What follows belongs to an exercise in optimizing a design on an open flow for small area; a production flow would make more cautious choices.
At most, simulation tests tie the RTL to the original design; equivalence was not proved.
Power and IR drop assume default switching activity.

==> flow/design.v (excerpt) <==
module pio_sm #(
    parameter int FIFO_DEPTH = 4
) (
    input  logic        clk,
    input  logic        rst,
    input  logic        imem_we,
    input  logic [4:0]  imem_addr,
    input  logic [15:0] imem_wdata,
    input  logic        run,
    input  logic [5:0]  cfg,
    input  logic        tx_push,
    input  logic [31:0] tx_wdata,
    output logic        tx_full,
    input  logic        rx_pop,
    output logic [31:0] rx_rdata,
    output logic        rx_empty,
    output logic [4:0]  pc
);
    logic [2:0] w_op;
    logic [2:0] w_f;
    logic [4:0] w_d;
    logic [2:0] w_s;
    logic [8:0] w_enc;
    assign w_op = imem_wdata[15:13];
    assign w_f  = imem_wdata[7:5];
    assign w_d  = imem_wdata[4:0];
    assign w_s  = imem_wdata[2:0];
    always_comb begin
        w_enc = {1'b0, 3'd6, 5'd0};   
        case (w_op)
            3'd0: w_enc = {1'b0, w_f, w_d};
            3'd3: begin
                if (w_f == 3'd1)      w_enc = {1'b1, 3'b010, w_d};
                else if (w_f == 3'd2) w_enc = {1'b1, 3'b011, w_d};
                else                  w_enc = {1'b1, 3'b100, w_d};
            end
            3'd4: w_enc = {1'b1, 3'b110, 2'b00, w_f};
            3'd5: begin
                case (w_f)
                    3'd1: w_enc = {1'b1, 3'b101, 2'b00, w_s};
                    3'd2: w_enc = {1'b1, 3'b101, 2'b01, w_s};
                    3'd6: w_enc = {1'b1, 3'b101, 2'b10, w_s};
                    3'd7: w_enc = {1'b1, 3'b101, 2'b11, w_s};
                    default: ;
                endcase
            end
            3'd7: begin
                if (w_f == 3'd1)      w_enc = {1'b1, 3'b000, w_d};
  ...
Size in the first run: ~2200 cells after synthesis, about 700 flip-flops.
clock: 10.0 ns
lec_check: 0
cap_margin: 20
core_margin: 2
core_utilization: 40
slew_margin: 20
run.sh (not shown) runs the stock make flow with config.mk's settings and CLKGATE_MAP_FILE= SYNTH_SCRIPT=/design/flow/synth_recipe.tcl, a recipe that flattens the netlist after the stock synthesis.
The starting point ran to the end with no violations.
Edit:
- CORE_UTILIZATION: 40 -> 60
- CTS_BUF_LIST: unset -> sky130_fd_sc_hd__clkbuf_4 sky130_fd_sc_hd__clkbuf_8
Outcome: Setup slack loses 270 ps. Utilization rose by 21 points. Wire length fell by 0.91%. Final area is lower by 2.3%. Via count grows by 1.5%. Cell count shrinks by 8.8%. Clock skew decreases by 6.3 ps. First-iteration DRC count grows by 29%.

---

pio_sm, a different RTL version from the one above (not shown whole).
==> flow/config.mk <==
export PLATFORM = sky130hd
export DESIGN_NAME = pio_sm
export DESIGN_NICKNAME = pio_sm
export VERILOG_FILES = /design/flow/design.v
export SDC_FILE = /design/flow/constraint.sdc
export NUM_CORES = 4
export LEC_CHECK = 0
export CAP_MARGIN = 20
export CORE_MARGIN = 2
export CORE_UTILIZATION = 60
export CTS_BUF_LIST = sky130_fd_sc_hd__clkbuf_16
export CTS_CLUSTER_DIAMETER = 60
export CTS_CLUSTER_SIZE = 25
export SLEW_MARGIN = 20
==> flow/constraint.sdc <==
create_clock -name core_clock -period 10.0 [get_ports {clk}]
set_input_delay 2.0000 -clock core_clock [delete_from_list [all_inputs] [get_ports {clk}]]
set_output_delay 2.0000 -clock core_clock [all_outputs]
set_load 0.01 [all_outputs]
standard.sh (not shown) runs the stock make flow with config.mk's settings and CLKGATE_MAP_FILE= SYNTH_SCRIPT=/design/flow/synth_recipe.tcl, a recipe that flattens the netlist after the stock synthesis.
==> flow/flow/run.sh <==
#!/bin/bash
# The standard layout (standard.sh), with ports buffered by buf_1 cells
set -euo pipefail
export BUFFER_PORTS_ARGS="-buffer_cell sky130_fd_sc_hd__buf_1"
bash standard.sh > standard.log 2>&1
Edit:
==> flow/run.sh (new file) <==
#!/bin/bash
# synth_recipe.tcl (not shown) runs the flow's synth.tcl, then flattens the netlist and writes it again
# the make line also repeats each setting of config.mk as NAME=value (left out here)
make -C /OpenROAD-flow-scripts/flow DESIGN_CONFIG=/design/flow/config.mk WORK_HOME=/design/flow/orfs CLKGATE_MAP_FILE= SYNTH_SCRIPT=/design/flow/synth_recipe.tcl finish
- CTS_CLUSTER_SIZE: 25 -> 20
removed: flow/flow/run.sh
removed: flow/standard.sh
After rerunning: Total power came out higher by 2.0%; combinational power came out higher by about 3%; cell count came out higher by about 0.33%; worst setup slack loses 240 ps; cell area came out higher by 2.0%; sequential power stays flat; synthesized area stays the same; flip-flop and latch count does not change; clock skew barely changes; fmax came out lower by about 3%.
Function was not checked in any run of this note: the RTL went through the layout flow alone.

[port drivers added, routing unchanged]
The flow's constraints put no driver on any port. The routed layouts listed below were extracted and timed again, unchanged, in two steps.
Step 1 sets driving cells, clkbuf_16 on the clock port and buf_2 on the other inputs (assumed; they add their load-dependent delay and slew).
Step 2 moves the port delays by t, midway between the first and last clock arrival at a register: inputs arrive t later, outputs are due t later. That takes back most of the time a late clock gives input paths.
Three values: no drivers, after step 1, after step 2; two values: the first two.
run | t (ns) | setup slack, ns | worst setup path at the end | clock arrival spread, ns
the first run of note 1 | 0.692 | 2.646 / 2.646 / 2.646 | register to register | 0.035 / 0.034
the second run of note 1 | 0.759 | 2.375 / 2.375 / 2.375 | register to register | 0.027 / 0.028
the first run of note 2 | 0.661 | 2.400 / 2.400 / 2.400 | register to register | 0.038 / 0.038
the second run of note 2 | 0.675 | 2.156 / 2.156 / 2.156 | register to register | 0.040 / 0.041
After both steps setup and hold are still met in every run listed.
